Background: an optimization exercise with open tools, aiming at small area. Do not read the settings as production practice. Only simulation tests tie the RTL to the original design; equivalence was not proved. Power is estimated from default activity; no workload was simulated.

## flow/config.mk

```make
export PLATFORM = sky130hd
export DESIGN_NAME = motion_tracker_top
export DESIGN_NICKNAME = motion_tracker_top
export VERILOG_FILES = /design/flow/design.v
export SDC_FILE = /design/flow/constraint.sdc
export NUM_CORES = 4
export LEC_CHECK = 0
export ABC_AREA = 1
export CAP_MARGIN = 20
export CORE_MARGIN = 2
export CORE_UTILIZATION = 40
export GPL_TIMING_DRIVEN = 0
export SLEW_MARGIN = 20
```

## flow/constraint.sdc

```tcl
create_clock -name core_clock -period 7.0 [get_ports {clk_65mhz}]
set_input_delay 1.4000 -clock core_clock [delete_from_list [all_inputs] [get_ports {clk_65mhz}]]
set_output_delay 1.4000 -clock core_clock [all_outputs]
set_load 0.01 [all_outputs]
```

## flow/design.v

```verilog
`default_nettype none
package motion_pkg;
    localparam int FRAME_WIDTH  = 320;
    localparam int FRAME_HEIGHT = 240;
    localparam int P1_RED_MIN = 11;
    localparam int P1_GB_MAX  = 2;
    localparam int P2_WHITE_MIN = 13;
    localparam int DIV_CYCLES = 24;
    localparam int DIV_CNT_W  = $clog2(DIV_CYCLES);
    localparam int WINDOW_UPDATES = 8;
    localparam int WIN_CNT_W      = $clog2(WINDOW_UPDATES);
    localparam int PUNCH_DX_MIN = 'h40;
    localparam int PUNCH_DY_MAX = 'h30;
    localparam int KICK_DY_MIN  = 'h40;
    localparam int KICK_DX_MAX  = 'h30;
    localparam logic [1:0] DIV_IDLE = 2'd0;
    localparam logic [1:0] DIV_RUN  = 2'd1;
    localparam logic [1:0] DIV_DONE = 2'd2;
endpackage
`default_nettype wire
`timescale 1ns/1ps
`default_nettype none
module motion_tracker_top (
    input  wire logic        clk_65mhz,
    input  wire logic        reset_8frame_delta_values,
    input  wire logic [29:0] pixel,
    input  wire logic        frame_end,
    output logic             gesture_valid,
    output logic [1:0]       p1_gesture,
    output logic [1:0]       p2_gesture,
    output logic [27:0]      p1_motion,
    output logic [27:0]      p2_motion
);
    function automatic logic [24:0] radd24(input logic [23:0] a, input logic [23:0] b,
                                           input logic ci);
        logic [24:0] r;
        logic        c;
        c = ci;
        for (int i = 0; i < 24; i++) begin
            r[i] = a[i] ^ b[i] ^ c;
            c    = (a[i] & b[i]) | (a[i] & c) | (b[i] & c);
        end
        r[24] = c;
        radd24 = r;
    endfunction
    wire rst = reset_8frame_delta_values;
    wire fe  = frame_end;
    wire [3:0] pr = pixel[11:8];
    wire [3:0] pg = pixel[7:4];
    wire [3:0] pb = pixel[3:0];
    wire       take = pixel[29] & ~fe & ~rst;
    wire       is1  = take & (pr > 4'd11) & (pg < 4'd2) & (pb < 4'd2);
    wire       is2  = take & (pr > 4'd13) & (pg > 4'd13) & (pb > 4'd13);
    wire [8:0] mx   = 9'd319 - pixel[28:20];
    wire [7:0] my   = pixel[19:12];
    wire       clr  = rst | fe;
    logic [15:0] n1, n2;
    logic [6:0]  s1, s2;
    logic [6:0]  k;         
    wire         act  = (k != 7'd0);
    wire         mrg  = (k == 7'd82);
    wire [15:0]  nb1  = mrg ? {9'd0, s1} : n1;
    wire [15:0]  nb2  = mrg ? {9'd0, s2} : n2;
    logic [23:0] sx1, sy1, sx2, sy2;
    logic        cx1, cy1, cx2, cy2;
    wire [24:0] ax1 = radd24({15'd0, sx1[8:0]}, {15'd0, mx & {9{is1}}}, 1'b0);
    wire [24:0] ay1 = radd24({16'd0, sy1[7:0]}, {16'd0, my & {8{is1}}}, 1'b0);
    wire [24:0] ax2 = radd24({15'd0, sx2[8:0]}, {15'd0, mx & {9{is2}}}, 1'b0);
    wire [24:0] ay2 = radd24({16'd0, sy2[7:0]}, {16'd0, my & {8{is2}}}, 1'b0);
    wire [24:0] hx1 = radd24({9'd0, sx1[23:9]}, 24'd0, cx1);
    wire [24:0] hy1 = radd24({8'd0, sy1[23:8]}, 24'd0, cy1);
    wire [24:0] hx2 = radd24({9'd0, sx2[23:9]}, 24'd0, cx2);
    wire [24:0] hy2 = radd24({8'd0, sy2[23:8]}, 24'd0, cy2);
    wire [23:0] fx1 = {hx1[14:0], sx1[8:0]};
    wire [23:0] fy1 = {hy1[15:0], sy1[7:0]};
    wire [23:0] fx2 = {hx2[14:0], sx2[8:0]};
    wire [23:0] fy2 = {hy2[15:0], sy2[7:0]};
    always_ff @(posedge clk_65mhz) begin
        n1  <= 16'(radd24({8'd0, nb1 & {16{~rst}}}, 24'd0, is1 & (mrg | ~act)));
        n2  <= 16'(radd24({8'd0, nb2 & {16{~rst}}}, 24'd0, is2 & (mrg | ~act)));
        s1  <= 7'(radd24({17'd0, s1 & {7{act & ~mrg}}}, 24'd0, is1 & act & ~mrg));
        s2  <= 7'(radd24({17'd0, s2 & {7{act & ~mrg}}}, 24'd0, is2 & act & ~mrg));
        sx1 <= {hx1[14:0], ax1[8:0]} & {24{~clr}};
        sy1 <= {hy1[15:0], ay1[7:0]} & {24{~clr}};
        sx2 <= {hx2[14:0], ax2[8:0]} & {24{~clr}};
        sy2 <= {hy2[15:0], ay2[7:0]} & {24{~clr}};
        cx1 <= ax1[9] & ~clr;
        cy1 <= ay1[8] & ~clr;
        cx2 <= ax2[9] & ~clr;
        cy2 <= ay2[8] & ~clr;
    end
    logic [80:0] chain;
    logic [15:0] rem;
    wire  [8:0]  quo = chain[8:0];    
    logic [2:0]  wcnt;      
    always_ff @(posedge clk_65mhz) begin
        chain <= fe ? {fx1[8:0], fy1, fx2, fy2} : {chain[79:0], ge};
    end
    logic den2;             
    logic proc;             
    logic out_ld;           
    wire [15:0] den   = den2 ? n2 : n1;
    wire [16:0] trial = {proc ? 16'd0 : rem, chain[80]};    
    wire [24:0] dlo   = radd24({12'd0, trial[11:0]}, {12'hfff, ~den[11:0]}, 1'b1);
    wire [24:0] dh0   = radd24({19'd0, trial[16:12]}, {19'h7ffff, 1'b1, ~den[15:12]}, 1'b0);
    wire [24:0] dh1   = radd24({19'd0, trial[16:12]}, {19'h7ffff, 1'b1, ~den[15:12]}, 1'b1);
    wire        c9    = dlo[24];
    wire [4:0]  dhi   = c9 ? dh1[4:0] : dh0[4:0];
    wire        ge    = c9 ? dh1[24] : dh0[24];
    wire [16:0] diff  = {dhi, dlo[11:0]};
    always_ff @(posedge clk_65mhz) begin
        rem <= fe ? {1'b0, fx1[23:9]} : (ge ? diff[15:0] : trial[15:0]);
        if (rst)
            k <= '0;
        else if (fe)
            k <= 7'd1;
        else if (k == 7'd82)
            k <= '0;
        else if (k != 7'd0)
            k <= k + 7'd1;
        den2   <= ~fe & (k >= 7'd33);
        proc   <= ~rst & ~fe & ((k == 7'd9) | (k == 7'd33) | (k == 7'd57) | (k == 7'd81));
        out_ld <= ~rst & ~fe & (k == 7'd81) & (wcnt == 3'd0);
    end
    logic [8:0] lr [4];     
    logic [9:0] sr [4];     
    logic [3:0] hr;         
    logic       gv;
    logic [9:0] ox1, ox2;
    logic [8:0] oy1, oy2;
    wire       win_end  = (wcnt == 3'd0);
    wire       win_first = (wcnt == 3'd1);
    wire       h        = hr[0];
    wire       pres     = ~&quo;
    wire [8:0] newl     = pres ? quo : lr[0];
    wire [24:0] dvs     = radd24({15'd0, newl}, {15'h7fff, ~sr[0][8:0]}, 1'b1);
    wire [9:0] dv       = {~dvs[24], dvs[8:0]};
    wire [24:0] lts     = radd24({15'd0, quo}, {15'h7fff, ~lr[0]}, 1'b1);
    wire       lt       = ~lts[24];
    logic [8:0] low_any;
    always_comb begin
        low_any[0] = 1'b0;
        for (int i = 1; i < 9; i++) low_any[i] = low_any[i-1] | dv[i-1];
    end
    wire [8:0] mag      = dv[8:0] ^ ({9{dv[9]}} & low_any);
    wire       neg      = dv[9] | ((dv == 10'd0) & pres & lt);
    wire [9:0] res      = h ? {neg, mag} : 10'd0;
    wire [9:0] stv      = !h ? {1'b0, quo} : (win_first ? {1'b0, lr[0]} : sr[0]);
    wire [9:0] snew     = win_end ? res : stv;
    always_ff @(posedge clk_65mhz) begin
        if (rst)
            wcnt <= '0;
        else if (fe)
            wcnt <= wcnt + 3'd1;
        if (proc) begin
            lr[0] <= lr[1];
            lr[1] <= lr[2];
            lr[2] <= lr[3];
            lr[3] <= newl;
            sr[0] <= sr[1];
            sr[1] <= sr[2];
            sr[2] <= sr[3];
            sr[3] <= snew;
        end
        if (rst)
            hr <= '0;
        else if (proc)
            hr <= {h | pres, hr[3:1]};
        gv <= out_ld & ~rst;
        if (rst) begin
            ox1 <= '0;
            oy1 <= '0;
            ox2 <= '0;
            oy2 <= '0;
        end else if (out_ld) begin
            ox1 <= sr[1];
            oy1 <= {sr[2][9], sr[2][7:0]};
            ox2 <= sr[3];
            oy2 <= {snew[9], snew[7:0]};
        end
    end
    function automatic logic [1:0] classify(input logic [8:0] mx_, input logic [7:0] my_);
        logic [1:0] g;
        g[1] = (mx_ > 9'h40) && (my_ < 8'h30);
        g[0] = (my_ > 8'h40) && (mx_ < 9'h30);
        classify = g;
    endfunction
    assign gesture_valid = gv;
    assign p1_motion     = {ox1[9], 4'd0, ox1[8:0], oy1[8], 5'd0, oy1[7:0]};
    assign p2_motion     = {ox2[9], 4'd0, ox2[8:0], oy2[8], 5'd0, oy2[7:0]};
    assign p1_gesture    = classify(ox1[8:0], oy1[7:0]);
    assign p2_gesture    = classify(ox2[8:0], oy2[7:0]);
endmodule
`default_nettype wire
```

## flow/flow/run.sh

```bash
#!/bin/bash
set -e
export CTS_ARGS="-sink_clustering_enable -repair_clock_nets -sink_clustering_size 18 -sink_clustering_max_diameter 70 -dont_use_dummy_load -buf_list {sky130_fd_sc_hd__clkbuf_8}"
export BUFFER_PORTS_ARGS="-buffer_cell sky130_fd_sc_hd__buf_1"
export SKIP_REPAIR_TIE_FANOUT=1
bash standard.sh > standard.log 2>&1
```

## flow/standard.sh

```bash
#!/bin/bash
# synth_recipe.tcl (not shown) runs the flow's synth.tcl, then flattens the netlist and writes it again
# the make line also repeats each setting of config.mk as NAME=value (left out here)
make -C /OpenROAD-flow-scripts/flow DESIGN_CONFIG=/design/flow/config.mk WORK_HOME=/design/flow/orfs CLKGATE_MAP_FILE= SYNTH_SCRIPT=/design/flow/synth_recipe.tcl "${@:-finish}"
```

==> impl_results.md, run 1 <==
* Layout Nets at slightly below 2000
* TritonCTS clock tree: done
* Worst Tran Pin Value at slightly below 0.8 ns
* Hold Violations, Final at 0
* Ports at between 90 and 100
* # diodes at 0
* Iteration count of the initial detailed-routing pass at 5
* Pin count of the biggest net entering global routing at 47
* Post-Synth Adder-Cell Area at between 15 and 20%
* Mapped Area at between 0.015 and 0.02 sq mm
* Clock transition at path regs at approximately 0.12 ns
* Max-slew headroom at 48.31%
* Placed cells at 2262
* Die Ht at roughly 200 um
* Total power at roughly 3.3 mW
* Layout Utilization at between 40% and 50%
* Achievable Freq at between 0.15 and 0.2 GHz
* RSZ-0062 raised after global routing: no
* Clock tree buffer depth at 3
* Root buffer cell: clkbuf_8
* #FFs+latches synth at 375
* Ranking of synthesized cells by instance count: dfxtp_1 (299), nor2_1 (255), nand2_1 (228)
* Simple-Gate Fraction of Synth Area at a little over an eighth
* Htree depth at 1
* CP Launch Type: flop
* Initial antenna violation count at 1
* Most common cell in the netlist: dfxtp_1
* CTS buffer count at 27
* Synth Area per Inst at 9.423 sq um
* Gp weighted congestion at 0.8429
* P_leak at about 7 nW
* First-pass GRT wire length at approximately 53000 um
* EDFF count, synth at 76
* ANT nets after route at 0
* HP Class: flop to flop
* Worst Setup End Kind: flop
* Synth Area in Compound Gates at 8.804%
* Worst Setup Path Type: flop to flop
* Area growth from synthesis to layout at 8.518%
* Status: finished clean
* Total number of vias at about 11000
* Fraction of registers with async set/reset at 0%
* Ys flop type: dfxtp_1
* Mux cell area share after synthesis at less than 1%
* Vias in the first global route at about 10000
* Synth Net Count at 1872
* Via density at between 4 and 5
* Period minus WS final at 6.591 ns
* Area share of the largest cell type after synthesis at a little under two fifths
* Rows at ~70
* Routed Wire Length at approximately 32000 um
* Sequential fraction of the synthesis area at a little over half
* Critical Path Fanout Max at 10
* Skew-Pair Late Insertion Delay at about 0.60 ns
* Xor and xnor area share after synthesis at roughly 1.2%
* Worst vdd ir at 0.0001005 V
* Final setup viols at 0
* I/O Buffers at between 70 and 80
* Clk sinks at approximately 380
* Synth unique cells at 48
* Syn Inst Count at 1671
* DRC violations left at 0
* Cell accounting for the most synthesized area: dfxtp_1
* Clock skew at 0.06004 ns
* Largest family of logic cells by synthesized area: adder cells
* GRT Total Usage at 15.80%
* Placeable core area at a little under 0.04 sq mm
* Die X at just over 200 um
* Max-cap violations at 0
* Worst EP arrival at 7.07 ns
* Global route overflow at 0
* Slew Limit Fails at 0
* Crit share post-route at 94.15%
* Synth area leaders: dfxtp_1 (38%), edfxtp_1 (14%), ha_1 (9.5%), fa_1 (6.2%), nor2_1 (6.1%)
* Initial DRC Count at 609
* Per-cell routed wire length at 13.93 um
* Yosys warns at 3
* Share of layout cells above drive strength 1 at under 10%
* Fin Hold WS at between 0.4 and 0.5 ns
* Post-DP HPWL at about 24000 um
* Fin cells at between 2000 and 2500
* Initial Utilization at between 40% and 50%
* Required time at the worst-slack endpoint at between 7 and 8 ns
* Die area at 0.04097 sq mm
* Pwr dens at between 150 and 200 mW/mm^2
==> path summary, 6_finish.rpt <==
kind	depth (start not counted)	startpoint	slack, ns	end
min reg2reg	0	sr[1][8]	0.42	sr[0][8]
max reg2reg	25	den2	0.41	rem[10]
max	25	den2	0.41	rem[10]
min	0	sr[1][8]	0.42	sr[0][8]
==> layer usage <==
metal	vias to the layer above	wire length (um)	GRT usage, %
met3	42	1195	2.322
met5	-	0	0
li1	5461	-	-
met4	0	695	4.015
met1	5117	15110	21.38
met2	182	14910	26.55
==> area by class of cell <==
cell class	instances	area (sq um)
repair buffers	75	320.3
clock buffers	27	371.6
well taps	518	648.1
plain buffers	81	411.6
inverters	229	862.1
flip-flops and latches	375	8272
fillers	3802	21650
multi-input cells	985	6202
==> through the flow <==
step	area (sq um)	setup TNS, ns	setup WS (ns)
global route	17090	0	0.03537
finish	17090	0	0.4094
floorplan	15750	0	0.2265
detailed placement	16700	0	0.06903
global placement	16670	-13.02	-0.8488
CTS	17070	0	0.009897
==> state kept, by name, indices dropped and copies added (netlist names), 3 cells and up <==
name	count
s1	7
lr	36
k	7
oy2	9
chain	81
n1	16
s2	7
n2	16
oy1	9
sx1	24
sr	40
ox1	10
sx2	24
sy1	24
hr	4
ox2	10
wcnt	3
sy2	24
rem	16
==> power by group <==
part,switching [mW],internal (mW),total [mW]
combinational,0.0886,0.0337,0.122
sequential,0.00341,2.20,2.20
clock,0.656,0.345,1.00
==> logic make-up after synthesis <==
| kind of cell | after synthesis |
|---|---|
| fa+ha+maj | 168 |
| other cells | 1 |
| xor+xnor | 21 |
| buf+inv | 311 |
| simple gates | 532 |
| compound gates | 258 |
| mux | 5 |
| flops | 375 |
==> worst max-delay path, cell delays in order, from the launching register on <==
cell and delay [ns]:
dfxtp_1 0.35, buf_6 0.15, clkbuf_1 0.25, o21ai_0 0.29, ha_1 0.20, fa_1 0.18, fa_1 0.17, inv_1 0.05
fa_1 0.37, fa_1 0.40, fa_1 0.40, fa_1 0.41, fa_1 0.40, fa_1 0.39, fa_1 0.39, fa_1 0.40
fa_1 0.45, nor2_1 0.16, a21oi_2 0.07, a21oi_4 0.20, o21bai_4 0.08, o21ai_2 0.08, nand2_4 0.13, buf_6 0.17
o21ai_0 0.18, o22ai_1 0.10
==> cell usage in the layout, fill, tap and decap left out, types with 3 or more instances in the layout <==
| cell | netlist | routed |
|---|---|---|
| buf_1 | 1 | 73 |
| xnor2_1 | 12 | 12 |
| clkbuf_8 | 0 | 27 |
| o21ai_1 | 4 | 4 |
| clkbuf_1 | 52 | 50 |
| edfxtp_1 | 76 | 76 |
| buf_2 | 6 | 6 |
| buf_4 | 19 | 20 |
| mux2i_1 | 5 | 5 |
| inv_1 | 226 | 226 |
| dfxtp_1 | 299 | 298 |
| a21oi_1 | 45 | 45 |
| ha_1 | 119 | 119 |
| nor2_1 | 255 | 255 |
| nand4_1 | 3 | 3 |
| or4_1 | 3 | 3 |
| nand3_1 | 16 | 16 |
| xor2_1 | 9 | 9 |
| nand2_2 | 4 | 4 |
| a21oi_2 | 3 | 3 |
| o21ai_0 | 178 | 178 |
| nor4_1 | 7 | 7 |
| nor3_1 | 7 | 7 |
| o22ai_1 | 16 | 16 |
| fa_1 | 49 | 49 |
| nand2_1 | 228 | 228 |
==> repair_timing <==
item                       in CTS  in global routing
hold buffers                    0                  0
setup endpoints to repair       0                 17
gates resized for setup         0                  2
setup buffers                   0                  2
==> inputs of run 2 (changes only) <==
--- a/flow/config.mk
+++ b/flow/config.mk
@@ -8,6 +8,5 @@
 export ABC_AREA = 1
 export CAP_MARGIN = 20
 export CORE_MARGIN = 2
-export CORE_UTILIZATION = 40
-export GPL_TIMING_DRIVEN = 0
+export CORE_UTILIZATION = 60
 export SLEW_MARGIN = 20
==> run 2 against run 1 <==
- still clean on timing, DRC and antenna
- critical path depth is the same
- sequential share of layout area grew 1.9 points
- total power shrank 2.1%
- first-iteration DRC count grew 13%
- clock skew grew 0.013 ns
- sequential power is essentially flat
- utilization grew 19 points
- clock-buffer cell count shrank 2
- clock power shrank 5%
- register-to-register slack gained 0.23 ns
- critical path type unchanged
==> impl_results.md, run 2 <==
* Status: finished clean (unchanged)
* Comb pwr share at 3.1% (was 3.7%)
* I/O Buffers at 72 (unchanged)
* Per-cell routed wire length at 13.75 um (was 13.93 um)
* Reg-to-reg endpoint: rem[2] (was rem[10])
* CTS buffer count at 25 (was 27)
* P_leak at 6.785 nW (was 6.992 nW)
* Die area at 0.02756 sq mm (was 0.04097 sq mm)
* Pwr dens at 197.9 mW/mm^2 (was 194.6 mW/mm^2)
* Clk pwr share at 29.3% (was 30.1%)
* First-pass GRT wire length at 47590 um (was 52630 um)
* Achievable Freq at 0.1571 GHz (was 0.1517 GHz)
* Worst Setup End Kind: flop (unchanged)
* Vias in the first global route at 9891 (was 10477)
* Area growth from synthesis to layout at 4.481% (was 8.518%)
* Ports at 94 (unchanged)
* Worst Setup Path Type: flop to flop (unchanged)
* Fraction of registers with async set/reset at 0% (unchanged)
* Max-cap violations at 0 (unchanged)
* Most common cell after layout, fill and taps aside: dfxtp_1 (unchanged)
* GRT Total Usage at 20.55% (was 15.80%)
* Total power at 3.256 mW (was 3.325 mW)
* Clock transition at path regs at 0.11 ns (was 0.12 ns)
* Synth Area per Inst at 9.423 sq um (unchanged)
* Clock tree buffer depth at 3 (unchanged)
* Mapped Area at 0.01575 sq mm (unchanged)
* Layout Nets at 1899 (was 1975)
* RSZ-0062 raised after global routing: no (unchanged)
* Global route overflow at 0 (unchanged)
* Setup Fix Bufs, Post-CTS at 0 (unchanged)
* EDFF count, synth at 76 (unchanged)
* Fin Hold WS at 0.3976 ns (was 0.4181 ns)
* FILL cells at 2276 (was 3802)
* Required time at the worst-slack endpoint at 7.47 ns (was 7.48 ns)
* Post-DP HPWL at 19230 um (was 23950 um)
* Area share of the largest cell type after synthesis at 38.01% (unchanged)
* Slew Limit Fails at 0 (unchanged)
* Placed cells at 2006 (was 2262)
* Most common cell in the netlist: dfxtp_1 (unchanged)
* Hold Violations, Final at 0 (unchanged)
* Simple-Gate Fraction of Synth Area at 13.39% (unchanged)
* Pint at 2.543 mW (was 2.577 mW)
* Via density at 5.129 (was 4.717)
* Skew-Pair Late Insertion Delay at 0.59 ns (was 0.60 ns)
* Routed Wire Length at 27930 um (was 31910 um)
* Initial DRC Count at 688 (was 609)
* Period minus WS final at 6.365 ns (was 6.591 ns)
* Resized Gates After CTS at 0 (unchanged)
* Worst R2R Setup Slack at 0.63 ns (was 0.41 ns)
* Initial Utilization at 60.77% (was 40.65%)
* TNS Setup at 0 ns (unchanged)
* # diodes at 0 (unchanged)
* Xor and xnor area share after synthesis at 1.168% (unchanged)
* Syn Inst Count at 1671 (unchanged)
* Ys flop type: dfxtp_1 (unchanged)
* Worst Tran Pin Value at 1.050 ns (was 0.7753 ns)
* Pin count of the biggest net entering global routing at 102 (was 47)
* CP Launch Type: flop (unchanged)
* Synth unique cells at 48 (unchanged)
* TritonCTS clock tree: done (unchanged)
* Sequential fraction of the synthesis area at 52.51% (unchanged)
* Crit. Startpoint: den2 (unchanged)
* Post-Synth Adder-Cell Area at 15.69% (unchanged)
* Cell accounting for the most synthesized area: dfxtp_1 (unchanged)
* Synth area leaders: dfxtp_1 (38%), edfxtp_1 (14%), ha_1 (9.5%), fa_1 (6.2%), nor2_1 (6.1%) (unchanged)
* Die Ht at 166 um (was 202.4 um)
* Mux cell area share after synthesis at 0.3178% (unchanged)
* Root buffer cell: clkbuf_8 (unchanged)
* Iteration count of the initial detailed-routing pass at 5 (unchanged)
* Yosys warns at 3 (unchanged)
* Total number of vias at 10417 (was 10802)
* #FFs+latches synth at 375 (unchanged)
* Initial antenna violation count at 0 (was 1)
* Crit share post-route at 90.93% (was 94.15%)
* Layout Utilization at 63.49% (was 44.11%)
* Hold buffers post-CTS at 0 (unchanged)
* Largest family of logic cells by synthesized area: adder cells (unchanged)
* ANT nets after route at 0 (unchanged)
* Beginning of the worst register-to-register path: den2 (unchanged)
* Clock skew at 0.07330 ns (was 0.06004 ns)
* CP endpoint: rem[2] (was rem[10])
* Final setup viols at 0 (unchanged)
* DRC violations left at 0 (unchanged)
* Reg with most FFs: chain (unchanged)
* Worst EP arrival at 6.83 ns (was 7.07 ns)
* Die X at 166 um (was 202.4 um)
* Synth Net Count at 1872 (unchanged)
* Synth Area in Compound Gates at 8.804% (unchanged)
* Rows at 59 (was 72)
* Worst vdd ir at 0.0001573 V (was 0.0001005 V)
* Clk sinks at 375 (unchanged)
* Max-slew headroom at 29.98% (was 48.31%)
* Gp weighted congestion at 0.8068 (was 0.8429)
* NetSw at 0.7129 mW (was 0.7482 mW)
* FF-to-FF path depth at 25 (unchanged)
* Placeable core area at 0.02591 sq mm (was 0.03874 sq mm)
* Share of layout cells above drive strength 1 at 3.302% (was 4.458%)
* HP Class: flop to flop (unchanged)
* Max reg flops at 81 (unchanged)
* Seq pwr share at 67.6% (was 66.2%)
* Commonest cells after routing, fill and taps aside: dfxtp_1 (298), nor2_1 (255), nand2_1 (228) (unchanged)
* Ranking of synthesized cells by instance count: dfxtp_1 (299), nor2_1 (255), nand2_1 (228) (unchanged)
* Htree depth at 1 (unchanged)
* Top flop regs: chain x81, sr x40, lr x36 (unchanged)
* Fin cells at 2031 (was 2290)
* Critical Path Fanout Max at 24 (was 10)
* Switching Share at 21.90% (was 22.50%)
[run 2: cell counts after synthesis]
No cell type changed its count.
[run 2: kinds of logic after synthesis]
logic type | after synthesis
AND/OR/NAND/NOR | 532
flip-flops | 375
buffers and inverters | 311
AO/OA/AOI/OAI | 258
adder cells (fa/ha/maj) | 168
XOR/XNOR | 21
multiplexers | 5
other | 1
[run 2: critical path: stages (launching register included)]
cell	delay, ns
dfxtp_1	0.38
buf_4	0.30
nand2_1	0.08
o21ai_0	0.14
fa_1	0.26
fa_1	0.17
inv_1	0.05
fa_1	0.39
fa_1	0.39
fa_1	0.41
fa_1	0.40
fa_1	0.40
fa_1	0.40
fa_1	0.41
fa_1	0.41
fa_1	0.45
nor2_1	0.16
a21oi_2	0.08
a21oi_4	0.20
o21bai_4	0.08
o21ai_2	0.08
nand2_4	0.17
inv_4	0.21
nand2_1	0.07
nand3_1	0.06
o21ai_0	0.07
[run 2: cell type report]
type / instances / area, sq um / share of cell area (%)
inverter: 229 / 865.8 / 5.263
timing repair buffer: 82 / 349.1 / 2.122
clock buffer: 25 / 344.1 / 2.091
sequential: 375 / 8272 / 50.28
multi-input combinational: 985 / 6202 / 37.70
tap: 335 / 419.2 / 2.548
[run 2: how the worst min path moves through the flow]
stage / from / to / slack, ns / cells after the start
after floorplan: chain[23] / chain[24] / 0.40 / 2
after global placement: lr[1][5] / lr[0][5] / 0.40 / 0
after detailed placement: lr[3][1] / lr[2][1] / 0.41 / 0
after CTS: lr[3][2] / lr[2][2] / 0.41 / 0
after global routing: lr[3][2] / lr[2][2] / 0.42 / 0
final: lr[3][2] / lr[2][2] / 0.40 / 0
[run 2: stage by stage]
| stage | setup WS [ns] | area (sq um) |
|---|---|---|
| 2_1_floorplan | 0.2265 | 15750 |
| 3_3_place_gp | 0.7693 | 16100 |
| 3_5_place_dp | 0.7167 | 16100 |
| 4_1_cts | 0.6266 | 16450 |
| 5_1_grt | 0.2260 | 16450 |
| 6_report | 0.6350 | 16450 |
[run 2: power groups by stage]
stage	sequential (mW)	combinational [mW]	clock, mW
global placement	2.25	0.0998	0
global route	2.20	0.114	1.07
finish	2.20	0.100	0.955
floorplan	2.25	0.0787	0
CTS	2.20	0.101	0.994
detailed placement	2.25	0.101	0
[run 2: routing by layer]
metal,GRT usage [%],share of wire (%)
met2,33.75,45
met5,0,0
met3,2.169,3.8
met4,4.310,1.3
met1,29.82,50
==> inputs of run 3 (changes only) <==
--- a/flow/config.mk
+++ b/flow/config.mk
@@ -8,5 +8,5 @@
 export ABC_AREA = 1
 export CAP_MARGIN = 20
 export CORE_MARGIN = 2
-export CORE_UTILIZATION = 60
+export CORE_UTILIZATION = 75
 export SLEW_MARGIN = 20
==> run 3 against run 2 <==
- sequential power hardly changed
- global-route usage is 5.1 points higher
- flip-flop and latch count stayed put
- routed wire length is 0.62% lower
- non-clock buffer count is 1 higher
- die area is 20% lower
- total power is 0.80% lower
- highest routed layer unchanged
==> impl_results.md, run 3 <==
* TritonCTS clock tree: done (unchanged)
* Total number of vias at 10390 (was 10417)
* Max-slew headroom at 27.12% (was 29.98%)
* Resized Gates After CTS at 0 (unchanged)
* Max reg flops at 81 (unchanged)
* Die X at 148.9 um (was 166 um)
* Iteration count of the initial detailed-routing pass at 6 (was 5)
* Hold buffers post-CTS at 0 (unchanged)
* Pin count of the biggest net entering global routing at 100 (was 102)
* Area growth from synthesis to layout at 3.941% (was 4.481%)
* Clock transition at path regs at 0.12 ns (was 0.11 ns)
* Worst vdd ir at 0.0002035 V (was 0.0001573 V)
* Synth area leaders: dfxtp_1 (38%), edfxtp_1 (14%), ha_1 (9.5%), fa_1 (6.2%), nor2_1 (6.1%) (unchanged)
* First-pass GRT wire length at 46540 um (was 47590 um)
* Die Ht at 148.9 um (was 166 um)
* RSZ-0062 raised after global routing: no (unchanged)
* Area share of the largest cell type after synthesis at 38.01% (unchanged)
* Mapped Area at 0.01575 sq mm (unchanged)
* Worst Tran Pin Value at 1.092 ns (was 1.050 ns)
* Max-cap violations at 0 (unchanged)
* Synth Area per Inst at 9.423 sq um (unchanged)
* Global route overflow at 0 (unchanged)
* Synth unique cells at 48 (unchanged)
* Period minus WS final at 6.215 ns (was 6.365 ns)
* Worst Setup Path Type: flop to flop (unchanged)
* Crit share post-route at 88.78% (was 90.93%)
* Hold Violations, Final at 0 (unchanged)
* Commonest cells after routing, fill and taps aside: dfxtp_1 (298), nor2_1 (255), nand2_1 (228) (unchanged)
* ANT nets after route at 0 (unchanged)
* Ranking of synthesized cells by instance count: dfxtp_1 (299), nor2_1 (255), nand2_1 (228) (unchanged)
* Via density at 5.271 (was 5.129)
* Gp weighted congestion at 0.8740 (was 0.8068)
* Top flop regs: chain x81, sr x40, lr x36 (unchanged)
* Layout Nets at 1899 (unchanged)
* CP Launch Type: flop (unchanged)
* Placeable core area at 0.02082 sq mm (was 0.02591 sq mm)
* Fraction of registers with async set/reset at 0% (unchanged)
* Cell accounting for the most synthesized area: dfxtp_1 (unchanged)
* Clock tree buffer depth at 3 (unchanged)
* Clock skew at 0.02415 ns (was 0.07330 ns)
* EDFF count, synth at 76 (unchanged)
* Syn Inst Count at 1671 (unchanged)
* Yosys warns at 3 (unchanged)
* Die area at 0.02217 sq mm (was 0.02756 sq mm)
* Setup Fix Bufs, Post-CTS at 0 (unchanged)
* Initial DRC Count at 770 (was 688)
* Final setup viols at 0 (unchanged)
* TNS Setup at 0 ns (unchanged)
* Most common cell in the netlist: dfxtp_1 (unchanged)
* I/O Buffers at 72 (unchanged)
* Reg with most FFs: chain (unchanged)
* Critical Path Fanout Max at 24 (unchanged)
* Sequential fraction of the synthesis area at 52.51% (unchanged)
* Most common cell after layout, fill and taps aside: dfxtp_1 (unchanged)
* HP Class: flop to flop (unchanged)
* Initial Utilization at 75.62% (was 60.77%)
* DRC violations left at 0 (unchanged)
* Pwr dens at 197.3 mW/mm^2 (was 197.9 mW/mm^2)
* Root buffer cell: clkbuf_8 (unchanged)
* Clk sinks at 375 (unchanged)
* # diodes at 0 (unchanged)
* Worst EP arrival at 6.62 ns (was 6.83 ns)
* Achievable Freq at 0.1609 GHz (was 0.1571 GHz)
* Final Cell Area at 0.01637 sq mm (was 0.01645 sq mm)
* Ys flop type: dfxtp_1 (unchanged)
* GRT Total Usage at 25.67% (was 20.55%)
* Ports at 94 (unchanged)
* Per-cell routed wire length at 14.08 um (was 13.75 um)
* Htree depth at 1 (unchanged)
* Share of layout cells above drive strength 1 at 3.302% (unchanged)
* Rows at 53 (was 59)
* Slew Limit Fails at 0 (unchanged)
* Routed Wire Length at 27760 um (was 27930 um)
* Synth Net Count at 1872 (unchanged)
* Initial antenna violation count at 0 (unchanged)
* Vias in the first global route at 9811 (was 9891)
* Placed Area at 0.01604 sq mm (was 0.01610 sq mm)
* #FFs+latches synth at 375 (unchanged)
* CTS buffer count at 24 (was 25)
* Worst Setup End Kind: flop (unchanged)
* FF-to-FF path depth at 24 (was 25)
* Hold path depth at 0 (unchanged)
* P_leak at 6.781 nW (was 6.785 nW)
* Skew-Pair Late Insertion Delay at 0.58 ns (was 0.59 ns)
* Status: finished clean (unchanged)
* Required time at the worst-slack endpoint at 7.41 ns (was 7.47 ns)
* Post-DP HPWL at 19300 um (was 19230 um)
==> run 3: cell counts after synthesis <==
No cell type changed its count.
==> run 3: critical path, cell delays in order (launching register included) <==
cell	delay (ns)
dfxtp_1	0.36
buf_4	0.23
o21ai_0	0.26
fa_1	0.24
fa_1	0.16
inv_1	0.05
fa_1	0.37
fa_1	0.39
fa_1	0.39
fa_1	0.39
fa_1	0.39
fa_1	0.39
fa_1	0.39
fa_1	0.39
fa_1	0.44
nor2_1	0.16
a21oi_2	0.07
a21oi_4	0.20
o21bai_4	0.08
o21ai_2	0.08
nand2_4	0.16
inv_4	0.20
nand2_1	0.07
nand3_1	0.07
o21ai_0	0.12
==> run 3: worst paths after layout <==
check	from	end	slack, ns
worst min register to register	lr[1][7]	lr[0][7]	0.42
worst min-delay path	lr[1][7]	lr[0][7]	0.42
worst max register to register	den2	rem[1]	0.79
worst max-delay path	den2	rem[1]	0.79
==> run 3: final cells by class <==
| type | count | area [sq um] |
|---|---|---|
| inverters | 229 | 865.8 |
| flip-flops and latches | 375 | 8272 |
| fillers | 1438 | 4456 |
| repair buffers | 83 | 352.8 |
| clock buffers | 24 | 330.3 |
| multi-input cells | 985 | 6202 |
| well taps | 275 | 344.1 |
==> run 3: cells by family after synthesis <==
family / count (synthesis) / synth area share, %
simple gates: 532 / 13.39
flops: 375 / 52.51
buf+inv: 311 / 8.105
compound gates: 258 / 8.804
fa+ha+maj: 168 / 15.69
xor+xnor: 21 / 1.168
mux: 5 / 0.3179
other cells: 1 / 0.02382
==> run 3: through the flow <==
stage / instances / setup slack (ns) / hold slack (ns) / power [mW] / util [%]
finish: 1971 / 0.7852 / 0.4199 / 3.230 / 78.60
global route: 1971 / 0.3862 / 0.4340 / 3.342 / 78.60
CTS: 1971 / 0.7667 / 0.4161 / 3.256 / 78.60
detailed placement: 1947 / 0.7970 / 0.4045 / 2.348 / 77.02
global placement: 1947 / 0.8808 / 0.4007 / 2.346 / 77.02
floorplan: 1671 / 0.2265 / 0.3960 / 2.328 / -
==> run 3: report_power, final <==
| part | switching, mW | internal (mW) |
|---|---|---|
| logic | 0.0747 | 0.0238 |
| registers | 0.00301 | 2.20 |
| clock network | 0.622 | 0.309 |
| total | 0.699 | 2.53 |
==> run 3: layer usage <==
metal  GRT usage [%]  vias to the layer above  share of wire, %
met5               0                        -                 0
met4           4.905                        0               1.8
met3           3.150                       46               4.3
met2           43.66                      200                48
met1           36.06                     4835                46
li1                -                     5309                 -
==> inputs of run 4 (changes only) <==
--- a/flow/config.mk
+++ b/flow/config.mk
@@ -8,5 +8,5 @@
 export ABC_AREA = 1
 export CAP_MARGIN = 20
 export CORE_MARGIN = 2
-export CORE_UTILIZATION = 75
+export CORE_UTILIZATION = 40
 export SLEW_MARGIN = 20
==> run 4 against run 3 <==
- still clean
- clock-buffer cell count grew 3
- utilization shrank 35 points
- worst hold slack lost 0.043 ns
- total power grew 1.7%
==> impl_results.md, run 4 <==
* Die X at 202.4 um (was 148.9 um)
* Synth area leaders: dfxtp_1 (38%), edfxtp_1 (14%), ha_1 (9.5%), fa_1 (6.2%), nor2_1 (6.1%) (unchanged)
* Yosys warns at 3 (unchanged)
* Worst Setup End Kind: flop (unchanged)
* ANT nets after route at 0 (unchanged)
* Bufs and invs on worst path at 3 (unchanged)
* Synth Area in Compound Gates at 8.804% (unchanged)
* Most common cell in the netlist: dfxtp_1 (unchanged)
* EDFF count, synth at 76 (unchanged)
* # diodes at 0 (unchanged)
* Most used cell, CP: fa_1 (unchanged)
* Resized Gates After CTS at 0 (unchanged)
* DRC violations left at 0 (unchanged)
* CP max stage delay at 0.44 ns (about the same)
* Largest family of logic cells by synthesized area: adder cells (unchanged)
* Most common cell after layout, fill and taps aside: dfxtp_1 (unchanged)
* Period minus WS final at 6.254 ns (was 6.215 ns)
* Die area at 0.04097 sq mm (was 0.02217 sq mm)
* Rows at 72 (was 53)
* Synth Net Count at 1872 (unchanged)
* Layout Utilization at 43.11% (was 78.60%)
* TritonCTS clock tree: done (unchanged)
* Setup Fix Bufs, Post-CTS at 0 (unchanged)
* Placed Area at 0.01633 sq mm (was 0.01604 sq mm)
* Achievable Freq at 0.1599 GHz (was 0.1609 GHz)
* Vias in the first global route at 9966 (was 9811)
* Area share of the largest cell type after synthesis at 38.01% (unchanged)
* Max-slew headroom at 30.79% (was 27.12%)
* Beginning of the worst register-to-register path: den2 (unchanged)
* Final Cell Area at 0.01670 sq mm (was 0.01637 sq mm)
* P_leak at 6.795 nW (was 6.781 nW)
* Slowest stage cell, crit path: fa_1 (unchanged)
* Hold path depth at 0 (unchanged)
* Required time at the worst-slack endpoint at 7.48 ns (was 7.41 ns)
* RSZ-0062 raised after global routing: no (unchanged)
* Placed cells at 2188 (was 1947)
* Layout Nets at 1900 (was 1899)
* Clock transition at path regs at 0.11 ns (was 0.12 ns)
* Hold Violations, Final at 0 (unchanged)
* Hold endpoint: lr[2][6] (was lr[0][7])
* Syn Inst Count at 1671 (unchanged)
* Status: finished clean (unchanged)
* Ports at 94 (unchanged)
* Slew Limit Fails at 0 (unchanged)
* CTS buffer count at 27 (was 24)
* Max-cap violations at 0 (unchanged)
* Clk sinks at 375 (unchanged)
* Synth unique cells at 48 (unchanged)
* Area growth from synthesis to layout at 6.063% (was 3.941%)
* TNS Setup at 0 ns (unchanged)
* Mux cell area share after synthesis at 0.3178% (unchanged)
* Hold_sp: lr[3][6] (was lr[1][7])
* Max reg flops at 81 (unchanged)
* HP Class: flop to flop (unchanged)
* Iteration count of the initial detailed-routing pass at 5 (was 6)
* Per-cell routed wire length at 13.05 um (was 14.08 um)
* Skew-Pair Late Insertion Delay at 0.62 ns (was 0.58 ns)
* Global route overflow at 0 (unchanged)
* CP Launch Type: flop (unchanged)
* Root buffer cell: clkbuf_8 (unchanged)
* Worst EP arrival at 6.73 ns (was 6.62 ns)
* Routed Wire Length at 28900 um (was 27760 um)
* Ranking of synthesized cells by instance count: dfxtp_1 (299), nor2_1 (255), nand2_1 (228) (unchanged)
* Commonest cells after routing, fill and taps aside: dfxtp_1 (298), nor2_1 (255), nand2_1 (228) (unchanged)
* Worst Setup Path Type: flop to flop (unchanged)
* Htree depth at 1 (unchanged)
* Worst vdd ir at 0.0001164 V (was 0.0002035 V)
* Total number of vias at 10218 (was 10390)
* Synth Area per Inst at 9.423 sq um (unchanged)
* Fraction of registers with async set/reset at 0% (unchanged)
* Clock skew at 0.08852 ns (was 0.02415 ns)
* Top delay family on crit path: adder cells (unchanged)
* Worst R2R Setup Slack at 0.75 ns (was 0.79 ns)
* Reg-to-reg endpoint: rem[8] (was rem[1])
* Reg with most FFs: chain (unchanged)
* Post-Synth Adder-Cell Area at 15.69% (unchanged)
* Xor and xnor area share after synthesis at 1.168% (unchanged)
* Pin count of the biggest net entering global routing at 118 (was 100)
* Initial antenna violation count at 0 (unchanged)
* #FFs+latches synth at 375 (unchanged)
* Share of layout cells above drive strength 1 at 3.359% (was 3.302%)
* Critical-path cell list: buf_4 -> o21ai_0 -> fa_1 -> fa_1 -> inv_1 -> fa_1 -> fa_1 -> fa_1 -> fa_1 -> fa_1 -> fa_1 -> fa_1 -> fa_1 -> fa_1 -> nor2_1 -> a21oi_2 -> a21oi_4 -> o21bai_4 -> o21ai_2 -> nand2_4 -> inv_4 -> nand2_1 -> nand3_1 -> o21ai_0 (unchanged)
* Sequential fraction of the synthesis area at 52.51% (unchanged)
* Crit share post-route at 89.35% (was 88.78%)
* Simple-Gate Fraction of Synth Area at 13.39% (unchanged)
* Final setup viols at 0 (unchanged)
* I/O Buffers at 72 (unchanged)
* Pwr dens at 196.7 mW/mm^2 (was 197.3 mW/mm^2)
* Critical Path Fanout Max at 24 (unchanged)
* Top flop regs: chain x81, sr x40, lr x36 (unchanged)
* GRT Total Usage at 14.37% (was 25.67%)
* Ys flop type: dfxtp_1 (unchanged)
* FF-to-FF path depth at 24 (unchanged)
* Initial DRC Count at 559 (was 770)
* Die Ht at 202.4 um (was 148.9 um)
* Gp weighted congestion at 0.8052 (was 0.8740)
* Worst Tran Pin Value at 1.038 ns (was 1.092 ns)
* Hold buffers post-CTS at 0 (unchanged)
* Clock tree buffer depth at 3 (unchanged)
* Fin cells at 2215 (was 1971)
* Via density at 4.613 (was 5.271)
* Post-DP HPWL at 20080 um (was 19300 um)
* First-pass GRT wire length at 48930 um (was 46540 um)
* Placeable core area at 0.03874 sq mm (was 0.02082 sq mm)
* Initial Utilization at 40.65% (was 75.62%)
* Mapped Area at 0.01575 sq mm (unchanged)
* Cell accounting for the most synthesized area: dfxtp_1 (unchanged)
run 4: layout make-up:
type,count,area [sq um]
Sequential cell,375,8272
Fill cell,3760,22040
Tap cell,518,648.1
Multi-Input combinational cell,985,6202
Clock buffer,27,371.6
Inverter,229,865.8
Timing Repair Buffer,81,341.6
run 4: worst register-to-register path, delay by kind of cell, from the launching register on:
| kind | cells | cell delay, ns |
|---|---|---|
| adder cells (fa/ha/maj) | 11 | 4.01 |
| buffers and inverters | 3 | 0.48 |
| AND/OR/NAND/NOR | 4 | 0.46 |
| AO/OA/AOI/OAI | 6 | 0.83 |
| flip-flops | 1 | 0.34 |
run 4: report_power, final:
part	switching [mW]	leakage (nW)	internal [mW]	total, mW
Clock	0.639	0.194	0.345	0.985
Combinational	0.0764	3.50	0.0236	0.0999
Sequential	0.00337	3.10	2.20	2.20
Total	0.719	6.79	2.57	3.29
run 4: per-stage QoR:
| stage | hold WS, ns | setup slack (ns) | power [mW] |
|---|---|---|---|
| floorplan | 0.3960 | 0.2265 | 2.328 |
| global placement | 0.4004 | 0.7807 | 2.350 |
| finish | 0.3766 | 0.7458 | 3.286 |
| detailed placement | 0.4035 | 0.7123 | 2.352 |
| CTS | 0.3733 | 0.7165 | 3.343 |
| global route | 0.3908 | 0.3397 | 3.422 |
run 4: worst max-delay path by stage:
stage | start | endpoint | slack, ns | cells past startpoint
after floorplan | proc | rem[13] | 0.23 | 26
after global placement | den2 | rem[8] | 0.78 | 24
after detailed placement | frame_end | sx2[8] | 0.71 | 15
after CTS | den2 | rem[8] | 0.72 | 24
after global routing | den2 | rem[11] | 0.34 | 24
final | den2 | rem[8] | 0.75 | 24
run 4: cell families (layout without fill, tap and decap cells):
logic type | Yosys count | after routing
other cells | 1 | 1
xor+xnor | 21 | 21
simple gates | 532 | 532
fa+ha+maj | 168 | 168
compound gates | 258 | 258
mux | 5 | 5
flops | 375 | 375
buf+inv | 311 | 337
run 4: per-layer routing:
| metal | GRT usage, % | vias to the layer above | wire length, um |
|---|---|---|---|
| li1 | - | 5311 | - |
| met4 | 3.154 | 0 | 583 |
| met5 | 0 | - | 0 |
| met3 | 2.177 | 39 | 1121 |
| met2 | 24.06 | 146 | 13330 |
| met1 | 19.67 | 4722 | 13860 |
==> inputs of run 5 (changes only) <==
==> flow/flow/run.sh (replaced) <==
#!/bin/bash
set -e
export CTS_ARGS="-sink_clustering_enable -repair_clock_nets -sink_clustering_size 22 -sink_clustering_max_diameter 65 -dont_use_dummy_load -buf_list {sky130_fd_sc_hd__clkbuf_8}"
export BUFFER_PORTS_ARGS="-buffer_cell sky130_fd_sc_hd__buf_1"
export SKIP_REPAIR_TIE_FANOUT=1
bash standard.sh > standard.log 2>&1
==> run 5 against run 4 <==
- critical endpoint is now rem[11]
- routed wire length fell by 0.25%
- largest power group unchanged
- clock-buffer cell count is 1 higher
- largest cell class unchanged
- total power increased by 0.27%
- utilization barely moved
==> impl_results.md, run 5 <==
* Status: finished clean (unchanged)
* Commonest cells after routing, fill and taps aside: dfxtp_1 (298), nor2_1 (255), nand2_1 (228) (unchanged)
* GRT Total Usage at 14.36% (was 14.37%)
* Initial antenna violation count at 0 (unchanged)
* #FFs+latches synth at 375 (unchanged)
* Placeable core area at 0.03874 sq mm (unchanged)
* Most common cell after layout, fill and taps aside: dfxtp_1 (unchanged)
* Layout Utilization at 43.15% (was 43.11%)
* Reg with most FFs: chain (unchanged)
* Worst vdd ir at 0.0001683 V (was 0.0001164 V)
* Fraction of registers with async set/reset at 0% (unchanged)
* Worst Setup Path Type: flop to flop (unchanged)
* Hold Violations, Final at 0 (unchanged)
* Area growth from synthesis to layout at 6.150% (was 6.063%)
* Final setup viols at 0 (unchanged)
* Ranking of synthesized cells by instance count: dfxtp_1 (299), nor2_1 (255), nand2_1 (228) (unchanged)
* Share of layout cells above drive strength 1 at 3.416% (was 3.359%)
* I/O Buffers at 72 (unchanged)
* Layout Nets at 1901 (was 1900)
* Skew-Pair Late Insertion Delay at 0.64 ns (was 0.62 ns)
* Die Ht at 202.4 um (unchanged)
* Initial DRC Count at 588 (was 559)
* Pwr dens at 197.1 mW/mm^2 (was 196.7 mW/mm^2)
* Switching Share at 21.73% (was 21.89%)
* EDFF count, synth at 76 (unchanged)
* Synth unique cells at 48 (unchanged)
* CP Launch Type: flop (unchanged)
* Worst Setup End Kind: flop (unchanged)
* Yosys warns at 3 (unchanged)
* Fin Hold WS at 0.3772 ns (was 0.3766 ns)
* Seq pwr share at 66.8% (was 67.0%)
* Pint at 2.578 mW (was 2.566 mW)
* Max reg flops at 81 (unchanged)
* Achievable Freq at 0.1600 GHz (was 0.1599 GHz)
* Gp weighted congestion at 0.8052 (unchanged)
* HP Class: flop to flop (unchanged)
* Setup WS pre-CTS at 0.7123 ns (unchanged)
* Vias in the first global route at 9968 (was 9966)
* FILL cells at 3768 (was 3760)
* First-pass GRT wire length at 48720 um (was 48930 um)
* Critical Path Fanout Max at 24 (unchanged)
* NetSw at 0.7160 mW (was 0.7192 mW)
* Mapped Area at 0.01575 sq mm (unchanged)
* Placed cells at 2188 (unchanged)
* Most common cell in the netlist: dfxtp_1 (unchanged)
* Top flop regs: chain x81, sr x40, lr x36 (unchanged)
* DRC violations left at 0 (unchanged)
* Worst EP arrival at 6.70 ns (was 6.73 ns)
* Routed Wire Length at 28830 um (was 28900 um)
* Per-cell routed wire length at 13.01 um (was 13.05 um)
* CTS buffer count at 28 (was 27)
* Synth Net Count at 1872 (unchanged)
* Max-slew headroom at 30.38% (was 30.79%)
* Global route overflow at 0 (unchanged)
* Slew Limit Fails at 0 (unchanged)
* Clock skew at 0.1124 ns (was 0.08852 ns)
* Final WS setup at 0.7481 ns (was 0.7458 ns)
* Clock transition at path regs at 0.10 ns (was 0.11 ns)
* Iteration count of the initial detailed-routing pass at 5 (unchanged)
* Post-DP HPWL at 20080 um (unchanged)
* Max-cap violations at 0 (unchanged)
* Die X at 202.4 um (unchanged)
* Synth Area per Inst at 9.423 sq um (unchanged)
* Die area at 0.04097 sq mm (unchanged)
* Worst Tran Pin Value at 1.044 ns (was 1.038 ns)
* Cell accounting for the most synthesized area: dfxtp_1 (unchanged)
* Clk sinks at 375 (unchanged)
* Ys flop type: dfxtp_1 (unchanged)
* Syn Inst Count at 1671 (unchanged)
* Comb pwr share at 3.0% (about the same)
* Total number of vias at 10253 (was 10218)
* Clk pwr share at 30.2% (was 30.0%)
* Ports at 94 (unchanged)
* ANT nets after route at 0 (unchanged)
* Crit share post-route at 89.31% (was 89.35%)
* Clock tree buffer depth at 3 (unchanged)
* Area share of the largest cell type after synthesis at 38.01% (unchanged)
* Setup Fix Bufs, Post-CTS at 0 (unchanged)
* Resized Gates After CTS at 0 (unchanged)
* Period minus WS final at 6.252 ns (was 6.254 ns)
* Via density at 4.627 (was 4.613)
* Htree depth at 1 (unchanged)
* Fin cells at 2216 (was 2215)
* Synth area leaders: dfxtp_1 (38%), edfxtp_1 (14%), ha_1 (9.5%), fa_1 (6.2%), nor2_1 (6.1%) (unchanged)
* Required time at the worst-slack endpoint at 7.45 ns (was 7.48 ns)
* P_leak at 6.802 nW (was 6.795 nW)
* Root buffer cell: clkbuf_8 (unchanged)
* Rows at 72 (unchanged)
* RSZ-0062 raised after global routing: no (unchanged)
* Hold buffers post-CTS at 0 (unchanged)
* # diodes at 0 (unchanged)
* Initial Utilization at 40.65% (unchanged)
* TNS Setup at 0 ns (unchanged)
* TritonCTS clock tree: done (unchanged)
* Pin count of the biggest net entering global routing at 118 (unchanged)
* Sequential fraction of the synthesis area at 52.51% (unchanged)
## run 5: cell families (layout without fill, tap and decap cells)
family | Yosys count | in the layout | synth area share [%]
AO/OA/AOI/OAI | 258 | 258 | 8.804
XOR/XNOR | 21 | 21 | 1.168
adder cells (fa/ha/maj) | 168 | 168 | 15.69
buffers and inverters | 311 | 338 | 8.105
flip-flops | 375 | 375 | 52.51
multiplexers | 5 | 5 | 0.3179
other | 1 | 1 | 0.02382
AND/OR/NAND/NOR | 532 | 532 | 13.39
## run 5: layout make-up
cell class	instances	area [sq um]	share of cell area (%)
sequential	375	8272	49.49
clock buffer	28	385.4	2.306
inverter	229	865.8	5.180
multi-input combinational	985	6202	37.11
tap	518	648.1	3.878
timing repair buffer	81	341.6	2.044
## run 5: path summary, 6_finish.rpt
path / startpoint / to / slack (ns) / cells past startpoint
setup / recovery: den2 / rem[11] / 0.75 / 24
hold / removal: hr[3] / hr[2] / 0.38 / 2
setup reg to reg: den2 / rem[11] / 0.75 / 24
hold reg to reg: hr[3] / hr[2] / 0.38 / 2
## run 5: metal layers
layer,up-vias,track usage (%),wire [um]
li1,5314,-,-
met1,4746,19.69,13720
met2,157,23.96,13400
met3,36,2.386,1209
met4,0,2.894,496
met5,-,0,0
## run 5: metrics by stage
stage,power [mW],area (sq um)
3_3_place_gp,2.350,16330
3_5_place_dp,2.352,16330
6_report,3.294,16710
2_1_floorplan,2.328,15750
4_1_cts,3.350,16710
5_1_grt,3.431,16710
## run 5: power by group through the flow
stage	Sequential [mW]	Combinational (mW)	Clock, mW
4_1_cts	2.20	0.102	1.05
3_5_place_dp	2.25	0.101	0
5_1_grt	2.20	0.114	1.11
3_3_place_gp	2.25	0.0995	0
6_report	2.20	0.0997	0.994
2_1_floorplan	2.25	0.0787	0
## run 5: worst max-delay path, cell delays in order, from the launching register on
cell and delay [ns]:
dfxtp_1 0.33, buf_4 0.23, o21ai_0 0.29, fa_1 0.24, fa_1 0.17, inv_1 0.05, fa_1 0.38, fa_1 0.40
fa_1 0.40, fa_1 0.40, fa_1 0.40, fa_1 0.39, fa_1 0.40, fa_1 0.39, fa_1 0.44, nor2_1 0.15
a21oi_2 0.07, a21oi_4 0.20, o21bai_4 0.08, o21ai_2 0.08, nand2_4 0.16, inv_4 0.20, nand2_1 0.07, nand3_1 0.06
o21ai_0 0.09

## afterwards: timing with drivers on the ports
The flow's constraints put no driver on any port. The routed layouts listed below were extracted and timed again, unchanged, in two steps. Step 1 assumes that a clkbuf_16 drives the clock port and a buf_2 every other input. Step 2, shift: input delay + t, output delay - t, t = (earliest + latest rising clock arrival at the registers) / 2. This alone moves slack from input paths to output paths. Slacks: no drivers / after step 1 / after step 2; pairs: no drivers / after step 1.
run | t (ns) | setup slack, ns | worst setup path at the end | slew at the worst register clock pin (ns)
run 1 | 0.627 | 0.409 / 0.409 / 0.409 | register to register | 0.12 / 0.12
run 2 | 0.599 | 0.635 / 0.635 / 0.635 | register to register | 0.12 / 0.12
run 3 | 0.609 | 0.785 / 0.785 / 0.785 | register to register | 0.12 / 0.12
run 4 | 0.623 | 0.746 / 0.746 / 0.746 | register to register | 0.11 / 0.11
run 5 | 0.629 | 0.748 / 0.748 / 0.748 | register to register | 0.12 / 0.12
After both steps every run listed still meets setup and hold.
